This design comes from an exercise in tuning for small area and a short achievable clock period on the open sky130 flow, not from production work. The RTL was checked by simulation tests, not by an equivalence proof against the original design. No activity file was given, so power comes from the tool's default toggle rates.

## the previous run
==> flow/design.v <==
module data_mem_ctrl #(
    parameter int unsigned LATENCY = 4,
    parameter int unsigned AW      = 8
) (
    input  logic        clk,
    input  logic        rst,
    input  logic        MemRead,
    input  logic        MemWrite,
    input  logic [15:0] addr,
    input  logic [15:0] wdata,
    output logic [15:0] rdata,
    output logic        stall,
    output logic        done,
    output logic        err
);
    localparam int unsigned NR = 64;   
    logic c1, c2, c3;       
    logic busy;             
    logic nidle;            
    logic one_req, idle, accept, err_nxt;
    assign one_req  = MemRead ? ~MemWrite : MemWrite;
    assign idle     = ~nidle;
    assign accept   = idle & one_req;
    assign stall    = busy | (~done & one_req);
    assign err_nxt  = (idle & MemRead) & MemWrite;
    always_ff @(posedge clk or posedge rst) begin
        if (rst) begin
            c1    <= 1'b0;
            c2    <= 1'b0;
            c3    <= 1'b0;
            busy  <= 1'b0;
            nidle <= 1'b0;
            done  <= 1'b0;
            err   <= 1'b0;
        end else begin
            c1    <= accept;
            c2    <= c1;
            c3    <= c2;
            busy  <= accept | c1 | c2;
            nidle <= accept | c1 | c2 | c3;
            done  <= c3;
            err   <= err_nxt;
        end
    end
    logic [1:0] ph;
    always_ff @(posedge clk) ph <= ph + 2'd1;
    logic        pv;        
    logic        wgo;       
    logic        wgo2;      
    logic [7:0]  pidx;
    logic [15:0] pdn;       
    logic [7:0]  ghi;       
    logic [7:0]  ghi2;      
    logic [7:0]  plo;       
    logic        commit, go_c, go_p;
    assign commit = c3 & MemWrite;
    assign go_c   = (addr[2:1] + ph) == 2'd2;
    assign go_p   = pv & ~wgo & ~wgo2 & ((pidx[1:0] + ph) == 2'd2);
    always_ff @(posedge clk) begin
        if (commit) begin
            pv    <= 1'b1;
            pidx  <= addr[8:1];
            pdn   <= ~wdata;
            wgo   <= go_c;
            ghi   <= go_c ? (8'd1 << addr[8:6]) : 8'd0;
            wgo2  <= 1'b0;
            ghi2  <= 8'd0;
        end else begin
            if (wgo2) pv <= 1'b0;
            wgo  <= go_p;
            ghi  <= go_p ? (8'd1 << pidx[7:5]) : 8'd0;
            wgo2 <= wgo;
            ghi2 <= ghi;
        end
        plo <= 8'd1 << (commit ? addr[5:3] : pidx[4:2]);
    end
    logic [15:0] m0 [NR];
    logic [15:0] m1 [NR];
    logic [15:0] m2 [NR];
    logic [15:0] m3 [NR];
    for (genvar r = 0; r < NR; r++) begin : g_ring
        logic clr, set;
        assign clr = ghi[r/8] & plo[r%8];
        assign set = ghi2[r/8] & plo[r%8];
        always_ff @(posedge clk) begin
            m0[r] <= ~(m3[r] | {16{clr}});
            m1[r] <= ~(({16{set}} & pdn) | m0[r]);
            m2[r] <= m1[r];
            m3[r] <= m2[r];
        end
    end
    logic        cap, fwd, take;
    logic [7:0]  s_hi, s_lo;
    logic [15:0] nxt;
    logic [3:0] rhit;
    always_ff @(posedge clk) rhit <= 4'd1 << (2'd1 - ph);
    assign cap  = MemRead & (~MemWrite & rhit[addr[2:1]]);
    assign fwd  = pv & (pidx == addr[8:1]);
    assign take = cap & ~fwd;
    assign s_hi = take ? (8'd1 << addr[8:6]) : 8'd0;
    assign s_lo = 8'd1 << addr[5:3];
    always_comb begin
        logic [15:0] grp;
        nxt = (~pdn & {16{cap & fwd}}) | (rdata & {16{~cap}});
        for (int g = 0; g < 8; g++) begin
            grp = '0;
            for (int l = 0; l < 8; l++) grp = grp | (m2[8*g+l] & {16{s_lo[l]}});
            nxt = nxt | (grp & {16{s_hi[g]}});
        end
    end
    always_ff @(posedge clk) rdata <= nxt;
endmodule
export LEC_CHECK = 0
export CAP_MARGIN = 20
export CORE_MARGIN = 2
export CORE_UTILIZATION = 70
export CTS_CLUSTER_DIAMETER = 60
export CTS_CLUSTER_SIZE = 30
export SETUP_SLACK_MARGIN = 2.2
export SLEW_MARGIN = 20
create_clock -name core_clock -period 4.5 [get_ports {clk}]
standard.sh (not shown) runs the stock make flow with config.mk's settings and CLKGATE_MAP_FILE= SYNTH_SCRIPT=/design/flow/synth_recipe.tcl, a recipe that flattens the netlist after the stock synthesis.
==> flow/flow/run.sh <==
#!/bin/bash
# Layout flow: the standard layout (standard.sh, whole, from synthesis to
# finish) with two ORFS settings added to the standard flow's config.mk:
#  - sky130_fd_sc_hd__a222oi_1 is not used: it has a single drive strength, so
#    the resizer cannot strengthen it where it drives a long wire;
#  - clock tree synthesis inserts no dummy loads (same clustering otherwise).
# make's output goes to flow_make.log; ORFS keeps each step's log under
# orfs/logs/.
set -euo pipefail
W=$(cd "$(dirname "${BASH_SOURCE[0]}")/.." && pwd)
cd "$W"
cp config.mk own_config.mk
cat >> own_config.mk <<'EOC'
export DONT_USE_CELLS += sky130_fd_sc_hd__a222oi_1
export CTS_ARGS = -sink_clustering_enable -repair_clock_nets -sink_clustering_size 30 -sink_clustering_max_diameter 60 -dont_use_dummy_load
EOC
sed "s#DESIGN_CONFIG=[^ ]*#DESIGN_CONFIG=$W/own_config.mk#" standard.sh > own_standard.sh
bash own_standard.sh > flow_make.log 2>&1
Here is what was changed in the inputs of the current run compared with the previous run.
--- a/flow/design.v
+++ b/flow/design.v
@@ -14,34 +14,31 @@
     output logic        err
 );
     localparam int unsigned NR = 64;   
     logic c1, c2, c3;       
     logic busy;             
-    logic nidle;            
     logic one_req, idle, accept, err_nxt;
     assign one_req  = MemRead ? ~MemWrite : MemWrite;
-    assign idle     = ~nidle;
+    assign idle     = ~(busy | done);
     assign accept   = idle & one_req;
-    assign stall    = busy | (~done & one_req);
+    assign stall    = MemRead ? (busy | (~done & ~MemWrite)) : (busy | (~done & MemWrite));
     assign err_nxt  = (idle & MemRead) & MemWrite;
     always_ff @(posedge clk or posedge rst) begin
         if (rst) begin
-            c1    <= 1'b0;
-            c2    <= 1'b0;
-            c3    <= 1'b0;
-            busy  <= 1'b0;
-            nidle <= 1'b0;
-            done  <= 1'b0;
-            err   <= 1'b0;
+            c1   <= 1'b0;
+            c2   <= 1'b0;
+            c3   <= 1'b0;
+            busy <= 1'b0;
+            done <= 1'b0;
+            err  <= 1'b0;
         end else begin
-            c1    <= accept;
-            c2    <= c1;
-            c3    <= c2;
-            busy  <= accept | c1 | c2;
-            nidle <= accept | c1 | c2 | c3;
-            done  <= c3;
-            err   <= err_nxt;
+            c1   <= accept;
+            c2   <= c1;
+            c3   <= c2;
+            busy <= accept | c1 | c2;
+            done <= c3;
+            err  <= err_nxt;
         end
     end
     logic [1:0] ph;
     always_ff @(posedge clk) ph <= ph + 2'd1;
     logic        pv;        
@@ -92,11 +89,11 @@
     logic        cap, fwd, take;
     logic [7:0]  s_hi, s_lo;
     logic [15:0] nxt;
     logic [3:0] rhit;
     always_ff @(posedge clk) rhit <= 4'd1 << (2'd1 - ph);
-    assign cap  = MemRead & (~MemWrite & rhit[addr[2:1]]);
+    assign cap  = MemRead & ~MemWrite & rhit[addr[2:1]];
     assign fwd  = pv & (pidx == addr[8:1]);
     assign take = cap & ~fwd;
     assign s_hi = take ? (8'd1 << addr[8:6]) : 8'd0;
     assign s_lo = 8'd1 << addr[5:3];
     always_comb begin
Results
Area after synthesis, the previous run and the current run: higher on the current run
Number of fill cells went up slightly going from the previous run to the current run.
Number of port buffers essentially unchanged between the previous run and the current run.
On sequential cell count, the previous run and the current run are neck and neck.
Total power: the current run vs the previous run, no meaningful difference
Sort the previous run and the current run by fraction of cell area in non-clock buffers asc -> top: the previous run
Row met1 routing resource usage after global routing: the current run higher / the previous run lower
NOTE: routed via count in the current run exceeds that of the previous run
The number of storage elements in the synthesis netlist on the current run is in line with that on the previous run.
The current run: share of the cycle needed by the critical path after routing lower than the previous run
Summary of the current run over the previous run: final cell count picked up an extra about 1.4%; final wirelength higher; fraction of power consumed by the clock network flat.


Starts from the design.v that is shown in full above.
export LEC_CHECK = 0
export CAP_MARGIN = 20
export CORE_MARGIN = 2
export CORE_UTILIZATION = 70
export CTS_CLUSTER_DIAMETER = 60
export CTS_CLUSTER_SIZE = 30
export SETUP_SLACK_MARGIN = 2.4
export SLEW_MARGIN = 20
create_clock -name core_clock -period 4.5 [get_ports {clk}]
Scripts as last shown in full above: flow/flow/run.sh
The starting point completed without violations.
Then changed:
--- a/flow/design.v
+++ b/flow/design.v
@@ -14,34 +14,31 @@
     output logic        err
 );
     localparam int unsigned NR = 64;   
     logic c1, c2, c3;       
     logic busy;             
-    logic nidle;            
     logic one_req, idle, accept, err_nxt;
     assign one_req  = MemRead ? ~MemWrite : MemWrite;
-    assign idle     = ~nidle;
+    assign idle     = ~(busy | done);
     assign accept   = idle & one_req;
-    assign stall    = busy | (~done & one_req);
+    assign stall    = MemRead ? (busy | (~done & ~MemWrite)) : (busy | (~done & MemWrite));
     assign err_nxt  = (idle & MemRead) & MemWrite;
     always_ff @(posedge clk or posedge rst) begin
         if (rst) begin
-            c1    <= 1'b0;
-            c2    <= 1'b0;
-            c3    <= 1'b0;
-            busy  <= 1'b0;
-            nidle <= 1'b0;
-            done  <= 1'b0;
-            err   <= 1'b0;
+            c1   <= 1'b0;
+            c2   <= 1'b0;
+            c3   <= 1'b0;
+            busy <= 1'b0;
+            done <= 1'b0;
+            err  <= 1'b0;
         end else begin
-            c1    <= accept;
-            c2    <= c1;
-            c3    <= c2;
-            busy  <= accept | c1 | c2;
-            nidle <= accept | c1 | c2 | c3;
-            done  <= c3;
-            err   <= err_nxt;
+            c1   <= accept;
+            c2   <= c1;
+            c3   <= c2;
+            busy <= accept | c1 | c2;
+            done <= c3;
+            err  <= err_nxt;
         end
     end
     logic [1:0] ph;
     always_ff @(posedge clk) ph <= ph + 2'd1;
     logic        pv;        
@@ -61,19 +58,17 @@
             pv    <= 1'b1;
             pidx  <= addr[8:1];
             pdn   <= ~wdata;
             wgo   <= go_c;
             ghi   <= go_c ? (8'd1 << addr[8:6]) : 8'd0;
-            wgo2  <= 1'b0;
-            ghi2  <= 8'd0;
         end else begin
             if (wgo2) pv <= 1'b0;
-            wgo  <= go_p;
-            ghi  <= go_p ? (8'd1 << pidx[7:5]) : 8'd0;
-            wgo2 <= wgo;
-            ghi2 <= ghi;
+            wgo <= go_p;
+            ghi <= go_p ? (8'd1 << pidx[7:5]) : 8'd0;
         end
+        wgo2 <= wgo;
+        ghi2 <= ghi;
         plo <= 8'd1 << (commit ? addr[5:3] : pidx[4:2]);
     end
     logic [15:0] m0 [NR];
     logic [15:0] m1 [NR];
     logic [15:0] m2 [NR];
@@ -92,11 +87,11 @@
     logic        cap, fwd, take;
     logic [7:0]  s_hi, s_lo;
     logic [15:0] nxt;
     logic [3:0] rhit;
     always_ff @(posedge clk) rhit <= 4'd1 << (2'd1 - ph);
-    assign cap  = MemRead & (~MemWrite & rhit[addr[2:1]]);
+    assign cap  = ~done & MemRead & ~MemWrite & rhit[addr[2:1]];
     assign fwd  = pv & (pidx == addr[8:1]);
     assign take = cap & ~fwd;
     assign s_hi = take ? (8'd1 << addr[8:6]) : 8'd0;
     assign s_lo = 8'd1 << addr[5:3];
     always_comb begin
Result:
- wire length falls by about 6%
- fmax came out lower by about 0.65%
- combinational power came out lower by about 9%
- clock-buffer cell count drops by 1
- global-route usage came out lower by 1.9 points

## port drivers added, routing unchanged
The results above use ideal ports. As a check the final layouts listed here were re-extracted and re-timed, cells and wires unchanged. Step 1 assumes that a clkbuf_16 drives the clock port and a buf_2 every other input. Step 2 times the ports against the registers' clock, not the clock port: input delays grow and output delays shrink by t, the midpoint of the rising clock arrivals with the driver on. a / b / c = no drivers / after step 1 / after step 2; a / b = the first two.
run | shift t [ns] | setup WS [ns] | worst setup path after step 2 | slew at the worst register clock pin (ns)
the previous run | 0.877 | 2.018 / 1.767 / 0.890 | input to register | 0.11 / 0.11
the current run | 0.891 | 2.052 / 1.841 / 0.949 | input to register | 0.11 / 0.11
the first run of note 2 | 0.881 | 2.023 / 1.796 / 0.915 | input to register | 0.11 / 0.11
the second run of note 2 | 0.885 | 2.007 / 1.743 / 0.858 | input to register | 0.11 / 0.11
After both steps setup and hold are still met in every run listed. For the second run of note 2, which loses most, drivers alone change the setup slack by -0.264 ns; drivers and shift together by -1.149 ns.
